This is an optimization exercise on Yosys and OpenROAD, whose aim is small area, a short achievable clock period and few clock cycles, not a production implementation.
Where RTL was checked, it was by simulation tests only, not by an equivalence proof against the original.
No activity file was given, so power comes from the tool's default toggle rates.

// naas_dma
module naas_dma (
    input  logic                            clk,
    input  logic                            arst_n,
    input  logic [naas_dma_pkg::DATA_W-1:0] s_axis_tdata,
    input  logic [naas_dma_pkg::STRB_W-1:0] s_axis_tstrb,
    input  logic                            s_axis_tvalid,
    input  logic                            s_axis_tlast,
    output logic                            s_axis_tready,
    output logic [naas_dma_pkg::DATA_W-1:0] host_tdata,
    output logic                            host_tvalid,
    output logic                            host_tlast,
    input  logic                            host_tready
);
Size in the first run: ~2200 flip-flops, about 140 I/O pins.
==> flow/config.mk <==
export PLATFORM = sky130hd
export DESIGN_NAME = naas_dma
export DESIGN_NICKNAME = naas_dma
export VERILOG_FILES = /design/flow/design.v
export SDC_FILE = /design/flow/constraint.sdc
export NUM_CORES = 4
export LEC_CHECK = 0
export CAP_MARGIN = 20
export CORE_MARGIN = 2
export CORE_UTILIZATION = 40
export CTS_CLUSTER_DIAMETER = 120
export CTS_CLUSTER_SIZE = 25
export SETUP_SLACK_MARGIN = 3.0
export SLEW_MARGIN = 20
export SYNTH_MEMORY_MAX_BITS = 8192
==> flow/constraint.sdc <==
create_clock -name core_clock -period 5.5 [get_ports {clk}]
set_input_delay 1.1000 -clock core_clock [delete_from_list [all_inputs] [get_ports {clk}]]
set_output_delay 1.1000 -clock core_clock [all_outputs]
set_load 0.01 [all_outputs]
run.sh (not shown) runs the stock make flow with config.mk's settings and CLKGATE_MAP_FILE= SYNTH_SCRIPT=/design/flow/synth_recipe.tcl, a recipe that flattens the netlist after the stock synthesis.
Testbench counts at the start, summed over its fixed seeds: cycles 7,818.
Then changed:
--- a/flow/design.v
+++ b/flow/design.v
@@ -30,51 +30,45 @@
     output logic                            s_axis_tready,
     output logic [naas_dma_pkg::DATA_W-1:0] host_tdata,
     output logic                            host_tvalid,
     output logic                            host_tlast,
     input  logic                            host_tready
 );
     localparam int N  = 31;                  
-    localparam int S  = 6;                   
+    localparam int S  = 10;                  
     localparam int D  = 4;                   
     localparam int PW = 5;                   
     localparam int CW = 6;                   
     function automatic logic [N-1:0] rmask();
         rmask = '0;
         for (int i = 1; i < N; i += 2)
             rmask[i] = 1'b1;
+        rmask[N-1] = 1'b1;
     endfunction
     localparam logic [N-1:0] RMASK = rmask();
     function automatic logic [PW-1:0] step(input logic [PW-1:0] p);
         step = (p == PW'(N - 1)) ? '0 : p + 1'b1;
     endfunction
     function automatic logic at_tap(input logic [PW-1:0] p);
         at_tap = 1'b0;
         for (int q = 1; q < N; q += S)
             if (p == PW'(q - 1))
                 at_tap = 1'b1;
     endfunction
-    function automatic logic [2:0] pop4(input logic [3:0] v);
-        case (v)
-            4'h0:                                     pop4 = 3'd0;
-            4'h1, 4'h2, 4'h4, 4'h8:                   pop4 = 3'd1;
-            4'h3, 4'h5, 4'h6, 4'h9, 4'ha, 4'hc:       pop4 = 3'd2;
-            4'h7, 4'hb, 4'hd, 4'he:                   pop4 = 3'd3;
-            default:                                  pop4 = 3'd4;
-        endcase
-    endfunction
     function automatic logic [3:0] pop8(input logic [7:0] v);
-        logic [2:0] a, b;
-        a = pop4(v[3:0]);
-        b = pop4(v[7:4]);
-        pop8 = '0;
-        for (int i = 0; i <= 4; i++)
-            for (int j = 0; j <= 4; j++)
-                if (a == 3'(i) && b == 3'(j))
-                    pop8 = 4'(i + j);
+        logic a0, a1, a2, b0, b1, b2, c0, c1;
+        a0 = ^v[3:0];
+        b0 = ^v[7:4];
+        a2 = &v[3:0];
+        b2 = &v[7:4];
+        a1 = ((v[0] & v[1]) | (v[2] & v[3]) | ((v[0] | v[1]) & (v[2] | v[3]))) & !a2;
+        b1 = ((v[4] & v[5]) | (v[6] & v[7]) | ((v[4] | v[5]) & (v[6] | v[7]))) & !b2;
+        c0 = a0 & b0;
+        c1 = (a1 & b1) | ((a1 | b1) & c0);
+        pop8 = {a2 & b2, a2 ^ b2 ^ c1, a1 ^ b1 ^ c0, a0 ^ b0};
     endfunction
     logic [63:0]   ring [0:N-1];
     logic [PW-1:0] tpos;                 
     logic [N-1:0]  rsel;                 
     logic          hrd;                  
     logic [CW-1:0] cnt;                  
     logic [CW-1:0] cnt_up, cnt_dn;       
@@ -118,16 +112,17 @@
     assign adv    = !hv || host_tready;             
     assign new_pc     = pop8(s_axis_tstrb);
     assign head_bm1   = dz ? ibeats : d_bm1[0];
     assign head_pc    = dz ? new_pc : d_pc[0];
     assign head_bytes = {6'(head_bm1) + 6'(head_pc[3]), head_pc[2:0]};
     always_comb begin
         rdata = '0;
-        for (int i = 1; i < N; i += 2)
-            rdata = rdata | (ring[i] & {64{rsel[i]}});    
+        for (int i = 0; i < N; i++)
+            if (RMASK[i])
+                rdata = rdata | (ring[i] & {64{rsel[i]}});
     end
     always_comb begin
         phase_n = phase;
         rem_n   = rem;
         rz_n    = rz;
         r1_n    = r1;
         if (dpop) begin
Count of clock-buffer cells in the layout is lower by 15; total power is lower by a few percent; final cell count is lower by a few percent; setup slack is better by 61 ps; die area is lower by a few percent; combinational power is lower by a little under a tenth.
Testbench counts after the change, summed over its fixed seeds: cycles 7,883.


oak:
naas_dma, a different RTL version from the one above (not shown whole).
Size: about 3800 cells after synthesis, about 140 I/O pins, ~0.059 sq mm of cells after synthesis.
Settings: LEC_CHECK=0, CAP_MARGIN=20, CORE_MARGIN=2, CORE_UTILIZATION=40, CTS_CLUSTER_DIAMETER=120, CTS_CLUSTER_SIZE=25, SETUP_SLACK_MARGIN=3.0, SLEW_MARGIN=20, SYNTH_MEMORY_MAX_BITS=8192; clock period 5.5 ns.
oak was carried through to the last stage, and its layout satisfied the timing, design-rule and antenna checks.
## Diff of input files: pine against oak
-- flow/design.v --
<<< oak, line 34
    input  logic                            host_tready
);
    localparam int N  = 31;                  
    localparam int S  = 6;                   
    localparam int D  = 4;                   
    localparam int PW = 5;                   
    localparam int CW = 6;                   
    localparam int DW = 3;                   
    function automatic logic [N-1:0] rmask();
        rmask = '0;
        for (int i = 1; i < N; i += 2)
            rmask[i] = 1'b1;
    endfunction
    localparam logic [N-1:0] RMASK = rmask();
    function automatic logic [PW-1:0] step(input logic [PW-1:0] p);
        step = (p == PW'(N - 1)) ? '0 : p + 1'b1;
>>> pine, line 34
    input  logic                            host_tready
);
    localparam int N  = 32;                  
    localparam int S  = 8;                   
    localparam int D  = 4;                   
    localparam int PW = 5;                   
    localparam int CW = 6;                   
    localparam int DW = 3;                   
    function automatic logic [PW-1:0] step(input logic [PW-1:0] p);
        step = (p == PW'(N - 1)) ? '0 : p + 1'b1;
<<< oak, line 77
    logic [PW-1:0] tpos;                 
    logic [N-1:0]  rsel;                 
    logic          hrd;                  
    logic [CW-1:0] cnt;                  
    logic          c0, c1, cn1, cn;      
>>> pine, line 71
    logic [PW-1:0] tpos;                 
    logic [N-1:0]  rsel;                 
    logic [CW-1:0] cnt;                  
    logic          c0, c1, cn1, cn;      
<<< oak, line 87
    logic          dz, d1, dd1, dd;      
    logic [63:0]   ho;                   
    logic [63:0]   hp;                   
    logic          hpv;
    logic          phase;                
    logic [4:0]    rem;                  
>>> pine, line 80
    logic          dz, d1, dd1, dd;      
    logic [63:0]   ho;                   
    logic          phase;                
    logic [4:0]    rem;                  
<<< oak, line 100
    assign host_tlast    = hl;
    assign host_tdata    = ho;
    logic          wr, push, pop_h, dpop, opop, adv, rp, rok, need;
    logic          up, dn, dup, ddn;
    logic          phase_n, rz_n, r1_n;
>>> pine, line 91
    assign host_tlast    = hl;
    assign host_tdata    = ho;
    logic          wr, push, pop_h, dpop, opop, adv, rp;
    logic          up, dn, dup, ddn;
    logic          phase_n, rz_n, r1_n;
<<< oak, line 123
    always_comb begin
        rdata = '0;
        for (int i = 1; i < N; i += 2)
            rdata = rdata | (ring[i] & {64{rsel[i]}});    
    end
    always_comb begin
>>> pine, line 114
    always_comb begin
        rdata = '0;
        for (int i = 0; i < N; i++)
            rdata = rdata | (ring[i] & {64{rsel[i]}});
    end
    always_comb begin
<<< oak, line 146
        end
    end
    assign need = adv && phase_n;                   
    assign rok  = hrd && !c0;                       
    assign rp   = rok && (need || !hpv);            
    assign up  = wr && !rp;
    assign dn  = rp && !wr;
>>> pine, line 137
        end
    end
    assign rp  = adv && phase_n;                    
    assign up  = wr && !rp;
    assign dn  = rp && !wr;
<<< oak, line 174
        else if (!rp)
            rsel <= {rsel[N-2:0], rsel[N-1]};
        if (c0)
            hrd <= wr && RMASK[1];
        else if (!rp)
            hrd <= |(rsel & {RMASK[0], RMASK[N-1:1]});
        if (adv)
            ho <= !phase_n ? {55'd0, head_bytes} : hpv ? hp : rdata;
        if (rok && (need == hpv))
            hp <= rdata;
        for (int i = 0; i < D; i++) begin
            if (push && DW'(i) == dcnt - DW'(dpop)) begin
>>> pine, line 163
        else if (!rp)
            rsel <= {rsel[N-2:0], rsel[N-1]};
        if (adv)
            ho <= phase_n ? rdata : {55'd0, head_bytes};
        for (int i = 0; i < D; i++) begin
            if (push && DW'(i) == dcnt - DW'(dpop)) begin
<<< oak, line 217
            b15    <= 1'b0;
            hv     <= 1'b0;
            hpv    <= 1'b0;
        end else begin
            if (c0_n)
>>> pine, line 200
            b15    <= 1'b0;
            hv     <= 1'b0;
        end else begin
            if (c0_n)
<<< oak, line 246
            b14    <= b14_n;
            b15    <= b15_n;
            if (adv)
                hv <= phase_n ? (hpv || rok) : !dz_n;
            hpv    <= need ? (hpv && rok) : (hpv || rok);
        end
    end
>>> pine, line 228
            b14    <= b14_n;
            b15    <= b15_n;
            hv     <= phase_n || !dz_n;
        end
    end
Results
- pine against oak: count of different cell masters after synthesis -9; part of the total power dissipated in combinational logic +5.9 points; non-clock buffer count +43; register-to-register slack +0.09 ns; total power +about 22%.
- Changes observed in pine relative to oak: final non-filler cell area now sits higher; worst reg2reg path depth went down 6.
Testbench counts of pine, summed over its fixed seeds: cycles 7,846.
No functional check of the RTL was part of oak.


The RTL this note starts from:
==> flow/design.v <==
package naas_dma_pkg;
    localparam int DATA_W           = 64;            
    localparam int STRB_W           = DATA_W / 8;
    localparam int ADDR_W           = 6;
    localparam int BUF_DEPTH        = 2 ** ADDR_W;
    localparam int PTR_W            = ADDR_W + 1;    
    localparam int MAX_BURST_QWORDS = 16;
    localparam int QCNT_W           = 5;             
    localparam int MAX_FRAME_QWORDS = 32;
    typedef logic [ADDR_W-1:0] addr_t;
    typedef logic [PTR_W-1:0]  ptr_t;
    typedef logic [QCNT_W-1:0] qcnt_t;
    typedef struct packed {
        logic [47:0] reserved;
        logic [15:0] byte_count;
    } rx_desc_t;
    typedef union packed {
        logic [DATA_W-1:0] data;
        rx_desc_t          desc;
    } buf_entry_u;
endpackage
`timescale 1ns/1ns
module naas_dma (
    input  logic                            clk,
    input  logic                            arst_n,
    input  logic [naas_dma_pkg::DATA_W-1:0] s_axis_tdata,
    input  logic [naas_dma_pkg::STRB_W-1:0] s_axis_tstrb,
    input  logic                            s_axis_tvalid,
    input  logic                            s_axis_tlast,
    output logic                            s_axis_tready,
    output logic [naas_dma_pkg::DATA_W-1:0] host_tdata,
    output logic                            host_tvalid,
    output logic                            host_tlast,
    input  logic                            host_tready
);
    localparam int N  = 31;                  
    localparam int S  = 8;                   
    localparam int D  = 4;                   
    localparam int PW = 5;                   
    localparam int CW = 6;                   
    function automatic logic [N-1:0] rmask();
        rmask = '0;
        for (int i = 1; i < N; i += 2)
            rmask[i] = 1'b1;
        rmask[N-1] = 1'b1;
    endfunction
    localparam logic [N-1:0] RMASK = rmask();
    function automatic logic [PW-1:0] step(input logic [PW-1:0] p);
        step = (p == PW'(N - 1)) ? '0 : p + 1'b1;
    endfunction
    function automatic logic at_tap(input logic [PW-1:0] p);
        at_tap = 1'b0;
        for (int q = 1; q < N; q += S)
            if (p == PW'(q - 1))
                at_tap = 1'b1;
    endfunction
    function automatic logic [3:0] pop8(input logic [7:0] v);
        logic a0, a1, a2, b0, b1, b2, c0, c1;
        a0 = ^v[3:0];
        b0 = ^v[7:4];
        a2 = &v[3:0];
        b2 = &v[7:4];
        a1 = ((v[0] & v[1]) | (v[2] & v[3]) | ((v[0] | v[1]) & (v[2] | v[3]))) & !a2;
        b1 = ((v[4] & v[5]) | (v[6] & v[7]) | ((v[4] | v[5]) & (v[6] | v[7]))) & !b2;
        c0 = a0 & b0;
        c1 = (a1 & b1) | ((a1 | b1) & c0);
        pop8 = {a2 & b2, a2 ^ b2 ^ c1, a1 ^ b1 ^ c0, a0 ^ b0};
    endfunction
    logic [63:0]   ring [0:N-1];
    logic [PW-1:0] tpos;                 
    logic [N-1:0]  rsel;                 
    logic          hrd;                  
    logic [CW-1:0] cnt;                  
    logic [CW-1:0] cnt_up, cnt_dn;       
    logic          c0, c1, cn1, cn;      
    logic          tready_q;
    logic [4:0]    ibeats;               
    logic [4:0]    d_bm1 [0:D-1];        
    logic [3:0]    d_pc  [0:D-1];        
    logic [D:0]    dcnt;                 
    logic [63:0]   ho;                   
    logic [63:0]   hp;                   
    logic          hpv;
    logic          phase;                
    logic [4:0]    rem;                  
    logic          rz, r1;               
    logic [3:0]    bcnt;                 
    logic          b14, b15;             
    logic          hv;
    logic          hl;
    assign s_axis_tready = tready_q;
    assign host_tvalid   = hv;
    assign host_tlast    = hl;
    assign host_tdata    = ho;
    logic          wr, push, pop_h, dpop, opop, adv, rp, rok, need;
    logic          up, dn, dup, ddn;
    logic          phase_n, rz_n, r1_n;
    logic          c0_n, c1_n, cn1_n, cn_n;
    logic          dz, dd, dz_n, dd_n;
    logic [D:0]    dcnt_n;
    logic          b14_n, b15_n;
    logic [4:0]    rem_n;
    logic [4:0]    head_bm1;
    logic [3:0]    head_pc, new_pc;
    logic [8:0]    head_bytes;
    logic [63:0]   rdata;
    assign wr     = s_axis_tvalid && tready_q;
    assign push   = wr && s_axis_tlast;
    assign pop_h  = hv && host_tready;
    assign dpop   = pop_h && !phase;
    assign opop   = pop_h && phase;
    assign adv    = !hv || host_tready;             
    assign new_pc     = pop8(s_axis_tstrb);
    assign head_bm1   = dz ? ibeats : d_bm1[0];
    assign head_pc    = dz ? new_pc : d_pc[0];
    assign head_bytes = {6'(head_bm1) + 6'(head_pc[3]), head_pc[2:0]};
    always_comb begin
        rdata = '0;
        for (int i = 0; i < N; i++)
            if (RMASK[i])
                rdata = rdata | (ring[i] & {64{rsel[i]}});
    end
    always_comb begin
        phase_n = phase;
        rem_n   = rem;
        rz_n    = rz;
        r1_n    = r1;
        if (dpop) begin
            phase_n = 1'b1;
            rem_n   = d_bm1[0];
            rz_n    = (d_bm1[0] == 5'd0);
            r1_n    = (d_bm1[0] == 5'd1);
        end else if (opop) begin
            if (rz) begin
                phase_n = 1'b0;
            end else begin
                rem_n = rem - 1'b1;
                rz_n  = r1;
                r1_n  = (rem == 5'd2);
            end
        end
    end
    assign need = adv && phase_n;                   
    assign rok  = hrd && !c0;                       
    assign rp   = rok && (need || !hpv);            
    assign up  = wr && !rp;
    assign dn  = rp && !wr;
    assign dup = push && !dpop;
    assign ddn = dpop && !push;
    assign c0_n  = up ? 1'b0 : dn ? c1 : c0;
    assign c1_n  = up ? c0 : dn ? (cnt_dn == CW'(1)) : c1;
    assign cn1_n = up ? (cnt_up == CW'(N - 1)) : dn ? cn : cn1;
    assign cn_n  = up ? cn1 : dn ? 1'b0 : cn;
    assign dcnt_n = dup ? {dcnt[D-1:0], 1'b0} : ddn ? {1'b0, dcnt[D:1]} : dcnt;
    assign dz     = dcnt[0];
    assign dd     = dcnt[D];
    assign dz_n   = dcnt_n[0];
    assign dd_n   = dcnt_n[D];
    assign b14_n = pop_h ? (!hl && bcnt == 4'd13) : b14;
    assign b15_n = pop_h ? (!hl && b14) : b15;
    always_ff @(posedge clk) begin
        for (int i = 0; i < N; i++) begin
            if (i % S == 1 && tready_q && tpos == PW'(i - 1))
                ring[i] <= s_axis_tdata;
            else
                ring[i] <= ring[(i + N - 1) % N];
        end
        if (c0)
            rsel <= wr ? N'(2) : N'(1);
        else if (!rp)
            rsel <= {rsel[N-2:0], rsel[N-1]};
        if (c0)
            hrd <= wr && RMASK[1];
        else if (!rp)
            hrd <= |(rsel & {RMASK[0], RMASK[N-1:1]});
        if (adv)
            ho <= !phase_n ? {55'd0, head_bytes} : hpv ? hp : rdata;
        if (rok && (need == hpv))
            hp <= rdata;
        for (int i = 0; i < D; i++) begin
            if (push && (dpop ? dcnt[i + 1] : dcnt[i])) begin
                d_bm1[i] <= ibeats;
                d_pc[i]  <= new_pc;
            end else if (dpop && i < D - 1) begin
                d_bm1[i] <= d_bm1[(i + 1) % D];
                d_pc[i]  <= d_pc[(i + 1) % D];
            end
        end
        rem      <= rem_n;
        rz       <= rz_n;
        r1       <= r1_n;
        tready_q <= !cn_n && !dd_n && (c0_n || wr || at_tap(step(tpos)));
        if (adv)
            hl <= b15_n || (phase_n && rz_n && dz_n);
    end
    always_ff @(posedge clk or negedge arst_n) begin
        if (!arst_n) begin
            tpos   <= '0;
            cnt    <= '0;
            cnt_up <= CW'(1);
            cnt_dn <= '1;
            c0     <= 1'b1;
            c1     <= 1'b0;
            cn1    <= 1'b0;
            cn     <= 1'b0;
            ibeats <= '0;
            dcnt   <= (D + 1)'(1);
            phase  <= 1'b0;
            bcnt   <= '0;
            b14    <= 1'b0;
            b15    <= 1'b0;
            hv     <= 1'b0;
            hpv    <= 1'b0;
        end else begin
            if (c0_n)
                tpos <= '0;
            else if (!wr)
                tpos <= step(tpos);
            if (up) begin
                cnt    <= cnt_up;
                cnt_up <= cnt_up + 1'b1;
                cnt_dn <= cnt;
            end else if (dn) begin
                cnt    <= cnt_dn;
                cnt_up <= cnt;
                cnt_dn <= cnt_dn - 1'b1;
            end
            c0     <= c0_n;
            c1     <= c1_n;
            cn1    <= cn1_n;
            cn     <= cn_n;
            if (wr)
                ibeats <= s_axis_tlast ? 5'd0 : ibeats + 1'b1;
            dcnt   <= dcnt_n;
            phase  <= phase_n;
            if (pop_h)
                bcnt <= hl ? 4'd0 : bcnt + 1'b1;
            b14    <= b14_n;
            b15    <= b15_n;
            if (adv)
                hv <= phase_n ? (hpv || rok) : !dz_n;
            hpv    <= need ? (hpv && rok) : (hpv || rok);
        end
    end
endmodule
clock: 5.5 ns
lec_check: 0
cap_margin: 20
core_margin: 2
core_utilization: 40
cts_cluster_diameter: 120
cts_cluster_size: 25
setup_slack_margin: 3.0
slew_margin: 20
synth_memory_max_bits: 8192
Testbench counts at the start, summed over its fixed seeds: cycles 7,833.
Rerun with:
--- a/flow/design.v
+++ b/flow/design.v
@@ -30,44 +30,50 @@
     output logic                            s_axis_tready,
     output logic [naas_dma_pkg::DATA_W-1:0] host_tdata,
     output logic                            host_tvalid,
     output logic                            host_tlast,
     input  logic                            host_tready
 );
-    localparam int N  = 31;                  
+    localparam int N  = 32;                  
     localparam int S  = 8;                   
     localparam int D  = 4;                   
     localparam int PW = 5;                   
     localparam int CW = 6;                   
     function automatic logic [N-1:0] rmask();
         rmask = '0;
         for (int i = 1; i < N; i += 2)
             rmask[i] = 1'b1;
-        rmask[N-1] = 1'b1;
     endfunction
     localparam logic [N-1:0] RMASK = rmask();
     function automatic logic [PW-1:0] step(input logic [PW-1:0] p);
         step = (p == PW'(N - 1)) ? '0 : p + 1'b1;
     endfunction
     function automatic logic at_tap(input logic [PW-1:0] p);
         at_tap = 1'b0;
         for (int q = 1; q < N; q += S)
             if (p == PW'(q - 1))
                 at_tap = 1'b1;
     endfunction
+    function automatic logic [2:0] pop4(input logic [3:0] v);
+        case (v)
+            4'h0:                                     pop4 = 3'd0;
+            4'h1, 4'h2, 4'h4, 4'h8:                   pop4 = 3'd1;
+            4'h3, 4'h5, 4'h6, 4'h9, 4'ha, 4'hc:       pop4 = 3'd2;
+            4'h7, 4'hb, 4'hd, 4'he:                   pop4 = 3'd3;
+            default:                                  pop4 = 3'd4;
+        endcase
+    endfunction
     function automatic logic [3:0] pop8(input logic [7:0] v);
-        logic a0, a1, a2, b0, b1, b2, c0, c1;
-        a0 = ^v[3:0];
-        b0 = ^v[7:4];
-        a2 = &v[3:0];
-        b2 = &v[7:4];
-        a1 = ((v[0] & v[1]) | (v[2] & v[3]) | ((v[0] | v[1]) & (v[2] | v[3]))) & !a2;
-        b1 = ((v[4] & v[5]) | (v[6] & v[7]) | ((v[4] | v[5]) & (v[6] | v[7]))) & !b2;
-        c0 = a0 & b0;
-        c1 = (a1 & b1) | ((a1 | b1) & c0);
-        pop8 = {a2 & b2, a2 ^ b2 ^ c1, a1 ^ b1 ^ c0, a0 ^ b0};
+        logic [2:0] a, b;
+        a = pop4(v[3:0]);
+        b = pop4(v[7:4]);
+        pop8 = '0;
+        for (int i = 0; i <= 4; i++)
+            for (int j = 0; j <= 4; j++)
+                if (a == 3'(i) && b == 3'(j))
+                    pop8 = 4'(i + j);
     endfunction
     logic [63:0]   ring [0:N-1];
     logic [PW-1:0] tpos;                 
     logic [N-1:0]  rsel;                 
     logic          hrd;                  
     logic [CW-1:0] cnt;                  
@@ -113,15 +119,14 @@
     assign new_pc     = pop8(s_axis_tstrb);
     assign head_bm1   = dz ? ibeats : d_bm1[0];
     assign head_pc    = dz ? new_pc : d_pc[0];
     assign head_bytes = {6'(head_bm1) + 6'(head_pc[3]), head_pc[2:0]};
     always_comb begin
         rdata = '0;
-        for (int i = 0; i < N; i++)
-            if (RMASK[i])
-                rdata = rdata | (ring[i] & {64{rsel[i]}});
+        for (int i = 1; i < N; i += 2)
+            rdata = rdata | (ring[i] & {64{rsel[i]}});    
     end
     always_comb begin
         phase_n = phase;
         rem_n   = rem;
         rz_n    = rz;
         r1_n    = r1;
Outcome: Sequential power increases by about 3%; combinational power increases by 6.2%; cell area increases by 3.3%; wire length increases by about 3.3%; total power increases by 3.5%; setup slack barely changes; core utilization increases by 0.13 points; first-iteration DRC count increases by about 8%; clock skew decreases by 12 ps.
Testbench counts after the change, summed over its fixed seeds: cycles 7,795.

==> afterwards: timing with drivers on the ports <==
Ports are ideal in the flow. The routed layouts listed here were re-timed in OpenROAD.
Step 1 sets driving cells, clkbuf_16 on the clock port and buf_2 on the other inputs (assumed; they add their load-dependent delay and slew).
Step 2 adds t to the input delays and takes it off the output delays; t is the mean of the earliest and latest rising clock arrival at the registers after step 1. Input paths then give back, and output paths get back, about the clock's delay inside the block.
Three values: ideal, step 1, step 2; two values: the first two.
| run | shift t [ns] | slack for setup (ns) | hold slack, ns | worst setup path at the end | worst register clock-pin slew, ns |
|---|---|---|---|---|---|
| the first run of note 1 | 0.805 | 2.888 / 2.886 / 2.125 | 0.309 / 0.309 / 0.309 | input to register | 0.11 / 0.11 |
| the second run of note 1 | 0.796 | 2.950 / 2.868 / 2.242 | 0.323 / 0.323 / 0.323 | input to register | 0.11 / 0.11 |
| oak | 0.798 | 2.836 / 2.846 / 2.048 | 0.313 / 0.313 / 0.313 | input to register | 0.10 / 0.10 |
| pine | 0.827 | 2.884 / 2.806 / 2.150 | 0.327 / 0.327 / 0.327 | input to register | 0.11 / 0.11 |
| the first run of note 3 | 0.770 | 2.938 / 2.864 / 2.348 | 0.288 / 0.288 / 0.288 | input to register | 0.11 / 0.11 |
| the second run of note 3 | 0.799 | 2.937 / 2.867 / 2.276 | 0.303 / 0.303 / 0.303 | input to register | 0.10 / 0.10 |
After both steps setup and hold are still met in every run listed. For oak, which loses most, drivers alone change the setup slack by +0.010 ns; drivers and shift together by -0.788 ns.
